This design comes from an exercise in tuning for small area on the open sky130 flow, not from production work. In this exercise RTL edits were held to simulation tests only and were not proved equivalent to the original. Power and IR drop assume default switching activity. The flow treats the clock pin as an ideal source, which a real chip does not have.

// core_top
module core_top
#(
    parameter logic [31:0] RESET_PC = 32'h0000_0000
) (
    input  logic        clk,
    input  logic        reset_i,
    output logic [31:0] pc_o,
    input  logic [31:0] inst_i,
    output logic        dmem_req_valid_o,
    input  logic        dmem_req_ready_i,
    output logic [64:0] dmem_req_o,
    input  logic [31:0] dmem_rdata_i,
    output logic        retire_valid_o,
    output logic [68:0] retire_o
);
    localparam logic [2:0] S_CLR  = 3'd0;
    localparam logic [2:0] S_EX   = 3'd1;
    localparam logic [2:0] S_MEM  = 3'd2;
    localparam logic [2:0] S_WAIT = 3'd3;
    localparam logic [2:0] S_PCU  = 3'd4;
    logic [2:0]  st_q;
    logic [4:0]  cnt_q;
    logic        c_q;         
    logic        tk_q;        
    logic [4:0]  rd_q;        
    logic [31:1] pc_q;        
    logic [31:0] addr_q;
    logic [31:0] wdata_q;
    logic        st_clr, st_ex, st_mem, st_wait, st_pcu;
    logic        last;
    logic [6:0]  opc;
    logic [2:0]  f3;
  ...
For scale: roughly 1500 cells after synthesis, about 240 I/O pins, about 26000 µm² of cells after synthesis.
==> module core_top, before the edit <==
module core_top
#(
    parameter logic [31:0] RESET_PC = 32'h0000_0000
) (
    input  logic        clk,
    input  logic        reset_i,
    output logic [31:0] pc_o,
    input  logic [31:0] inst_i,
    output logic        dmem_req_valid_o,
    input  logic        dmem_req_ready_i,
    output logic [64:0] dmem_req_o,
    input  logic [31:0] dmem_rdata_i,
    output logic        retire_valid_o,
    output logic [68:0] retire_o
);
    localparam logic [2:0] S_CLR  = 3'd0;
    localparam logic [2:0] S_EX   = 3'd1;
    localparam logic [2:0] S_MEM  = 3'd2;
    localparam logic [2:0] S_WAIT = 3'd3;
    localparam logic [2:0] S_PCU  = 3'd4;
    logic [2:0]  st_q;
    logic [4:0]  cnt_q;
    logic        c_q;         
    logic        tk_q;        
    logic [4:0]  rd_q;        
    logic [31:1] pc_q;        
    logic [31:0] addr_q;
    logic [31:0] wdata_q;
    logic        st_clr, st_ex, st_mem, st_wait, st_pcu;
    logic        last;
    logic [6:0]  opc;
    logic [2:0]  f3;
    logic        is_op, is_opimm, is_lui, is_load, is_store, is_br;
    logic        logic_op, sub;
    logic        t1, t2;
    logic        immb;
    logic        a, b;
    logic        cin, sum, cout;
    logic        lres, res;
    logic        tk_acc;
    logic        off, pc_a, pc_sum, pc_cout;
    logic        wbit;
    assign st_clr  = (st_q == S_CLR);
    assign st_ex   = (st_q == S_EX);
    assign st_mem  = (st_q == S_MEM);
    assign st_wait = (st_q == S_WAIT);
    assign st_pcu  = (st_q == S_PCU);
    assign last    = (cnt_q == 5'd31);
    assign opc      = inst_i[6:0];
    assign f3       = inst_i[14:12];
    assign is_op    = (opc == core_pkg::OP_OP);
    assign is_opimm = (opc == core_pkg::OP_OPIMM);
    assign is_lui   = (opc == core_pkg::OP_LUI);
    assign is_load  = (opc == core_pkg::OP_LOAD);
    assign is_store = (opc == core_pkg::OP_STORE);
    assign is_br    = (opc == core_pkg::OP_BRANCH);
    assign logic_op = is_op && (f3 == 3'b100 || f3 == 3'b110 || f3 == 3'b111);
    assign sub      = is_op && inst_i[30] && !logic_op;
    logic sb;
    assign sb = is_store || is_br;
    always_comb begin
        if (cnt_q >= 5'd12) begin
            immb = is_lui ? inst_i[cnt_q] : inst_i[31];
        end else if (is_lui) begin
            immb = 1'b0;
        end else begin
            case (cnt_q[3:0])
                4'd0:    immb = is_store ? inst_i[7] : (is_br ? 1'b0 : inst_i[20]);
                4'd1:    immb = sb ? inst_i[8]  : inst_i[21];
                4'd2:    immb = sb ? inst_i[9]  : inst_i[22];
                4'd3:    immb = sb ? inst_i[10] : inst_i[23];
                4'd4:    immb = sb ? inst_i[11] : inst_i[24];
                4'd5:    immb = inst_i[25];
                4'd6:    immb = inst_i[26];
                4'd7:    immb = inst_i[27];
                4'd8:    immb = inst_i[28];
                4'd9:    immb = inst_i[29];
                4'd10:   immb = inst_i[30];
                default: immb = is_br ? inst_i[7] : inst_i[31];
            endcase
        end
    end
    assign wbit = wdata_q[0] && !st_clr;
    reg_file reg_file_i (
        .clk       (clk),
        .clr_i     (st_clr),
        .wen_i     (st_pcu),
        .wrd_i     (rd_q),
        .wbit_i    (wbit),
        .rs1_i     (inst_i[19:15]),
        .rs2_i     (inst_i[24:20]),
        .rs1_bit_o (t1),
        .rs2_bit_o (t2)
    );
    assign a    = t1 && !(is_lui || is_br);
    assign b    = (is_op ? t2 : immb) ^ sub;
    assign cin  = (cnt_q == 5'd0) ? sub : c_q;
    assign sum  = a ^ b ^ cin;
    assign cout = (a & b) | (cin & (a ^ b));
    assign lres = f3[1] ? (f3[0] ? (t1 & t2) : (t1 | t2)) : (t1 ^ t2);
    assign res  = logic_op ? lres : sum;
    assign tk_acc = ((cnt_q == 5'd0) ? 1'b0 : tk_q) | (t1 ^ t2);
    assign off     = tk_q ? addr_q[0] : (cnt_q == 5'd2);
    assign pc_a    = (cnt_q == 5'd0) ? 1'b0 : pc_q[1];
    assign pc_sum  = pc_a ^ off ^ ((cnt_q == 5'd0) ? 1'b0 : c_q);
    assign pc_cout = (pc_a & off) | (((cnt_q == 5'd0) ? 1'b0 : c_q) & (pc_a ^ off));
    always_ff @(posedge clk) begin
        if (reset_i) begin
            st_q  <= S_CLR;
            cnt_q <= 5'd0;
        end else begin
            cnt_q <= cnt_q + 5'd1;
            case (st_q)
                S_CLR:   if (last) st_q <= S_EX;
                S_EX:    if (last) st_q <= (is_load || is_store) ? S_MEM : S_PCU;
                S_MEM:   if (dmem_req_ready_i) st_q <= last ? S_PCU : S_WAIT;
                S_WAIT:  if (last) st_q <= S_PCU;
                S_PCU:   if (last) st_q <= S_EX;
                default: st_q <= S_CLR;
            endcase
        end
    end
    always_ff @(posedge clk) begin
        c_q <= st_pcu ? pc_cout : cout;
    end
    always_ff @(posedge clk) begin
        if (st_ex) begin
            tk_q <= last ? (is_br && (tk_acc ^ (f3 == 3'b000))) : tk_acc;
            rd_q <= (is_op || is_opimm || is_lui || is_load) ? inst_i[11:7] : 5'd0;
        end
    end
    always_ff @(posedge clk) begin
        if (st_clr) begin
            pc_q <= {RESET_PC[cnt_q], pc_q[31:2]};
        end else if (st_pcu && cnt_q != 5'd0) begin
            pc_q <= {pc_sum, pc_q[31:2]};
        end
    end
    always_ff @(posedge clk) begin
        if (!st_mem) begin
            addr_q <= {sum, addr_q[31:1]};
        end
    end
    always_ff @(posedge clk) begin
        if (st_mem && dmem_req_ready_i) begin
            wdata_q <= dmem_rdata_i;
        end else if (!(st_mem || st_wait)) begin
            wdata_q <= {st_pcu ? wdata_q[0] : (is_store ? t2 : res), wdata_q[31:1]};
        end
    end
    assign pc_o             = {pc_q, 1'b0};
    assign dmem_req_valid_o = st_mem;
    assign dmem_req_o       = {addr_q, wdata_q, is_store};
    assign retire_valid_o   = st_pcu && (cnt_q == 5'd0);
    assign retire_o         = {pc_q, 1'b0, rd_q, wdata_q};
endmodule
clock: 6.0 ns
lec_check: 0
cap_margin: 20
core_margin: 2
core_utilization: 40
slew_margin: 20
standard.sh (not shown) runs the stock make flow with config.mk's settings and CLKGATE_MAP_FILE= SYNTH_SCRIPT=/design/flow/synth_recipe.tcl, a recipe that flattens the netlist after the stock synthesis.
==> flow/flow/run.sh <==
#!/bin/bash
# Standard layout, with the smallest buffer on the ports and larger clock-sink clusters.
set -euo pipefail
export BUFFER_PORTS_ARGS="-buffer_cell sky130_fd_sc_hd__buf_1"
export CTS_ARGS="-sink_clustering_enable -repair_clock_nets -sink_clustering_size 30 -sink_clustering_max_diameter 120 -dont_use_dummy_load"
bash standard.sh > flow_make.log 2>&1
Rerun with:
--- a/flow/design.v
+++ b/flow/design.v
@@ -74,7 +74,8 @@
     logic [4:0]  cnt_q;
     logic        c_q;         
     logic        tk_q;        
-    logic [4:0]  rd_q;        
+    logic [4:0]  rd_q;
+    logic        wb_q;        
     logic [31:1] pc_q;        
     logic [31:0] addr_q;
     logic [31:0] wdata_q;
@@ -136,7 +137,7 @@
     reg_file reg_file_i (
         .clk       (clk),
         .clr_i     (st_clr),
-        .wen_i     (st_pcu),
+        .wen_i     (st_pcu && wb_q),
         .wrd_i     (rd_q),
         .wbit_i    (wbit),
         .rs1_i     (inst_i[19:15]),
@@ -173,12 +174,13 @@
         end
     end
     always_ff @(posedge clk) begin
-        c_q <= st_pcu ? pc_cout : cout;
-    end
-    always_ff @(posedge clk) begin
         if (st_ex) begin
+            c_q  <= cout;
             tk_q <= last ? (is_br && (tk_acc ^ (f3 == 3'b000))) : tk_acc;
-            rd_q <= (is_op || is_opimm || is_lui || is_load) ? inst_i[11:7] : 5'd0;
+            rd_q <= inst_i[11:7];
+            wb_q <= is_op || is_opimm || is_lui || is_load;
+        end else if (st_pcu) begin
+            c_q <= pc_cout;
         end
     end
     always_ff @(posedge clk) begin
@@ -202,8 +204,8 @@
     end
     assign pc_o             = {pc_q, 1'b0};
     assign dmem_req_valid_o = st_mem;
-    assign dmem_req_o       = {addr_q, wdata_q, is_store};
+    assign dmem_req_o       = {addr_q, wdata_q, !wb_q};
     assign retire_valid_o   = st_pcu && (cnt_q == 5'd0);
-    assign retire_o         = {pc_q, 1'b0, rd_q, wdata_q};
+    assign retire_o         = {pc_q, 1'b0, (wb_q ? rd_q : 5'd0), wdata_q};
 endmodule
 `default_nettype wire
Hold slack gains 52 ps.
Combinational power climbs by 13%.
Power climbs by 0.99%.
Cell count climbs by 0.51%.
Die area climbs by 0.42%.
Via count climbs by 0.58%.
Worst setup slack gains 110 ps.
Count of clock-buffer cells in the layout drops by 1.
Synthesized area climbs by 0.43%.
Fmax climbs by 2.9%.
Non-clock buffer count does not change.

==> what the ideal ports hide <==
The flow's constraints put no driver on any port. The routed layouts listed below were extracted and timed again, unchanged, in two steps. Step 1 assumes that a clkbuf_16 drives the clock port and a buf_2 every other input. Step 2 also shifts input and output timing later by t, the mid clock arrival at the registers, as if the neighbouring blocks saw the same clock. Slacks: no drivers / after step 1 / after step 2; pairs: no drivers / after step 1.
run	t (ns)	setup WS [ns]	slew at the worst register clock pin (ns)
the first run	0.627	1.947 / 1.959 / 1.332	0.11 / 0.11
the second run	0.637	2.060 / 1.996 / 1.359	0.11 / 0.11
After both steps setup and hold are still met in every run listed. For the second run, which loses most, drivers alone change the setup slack by -0.064 ns; drivers and shift together by -0.701 ns.
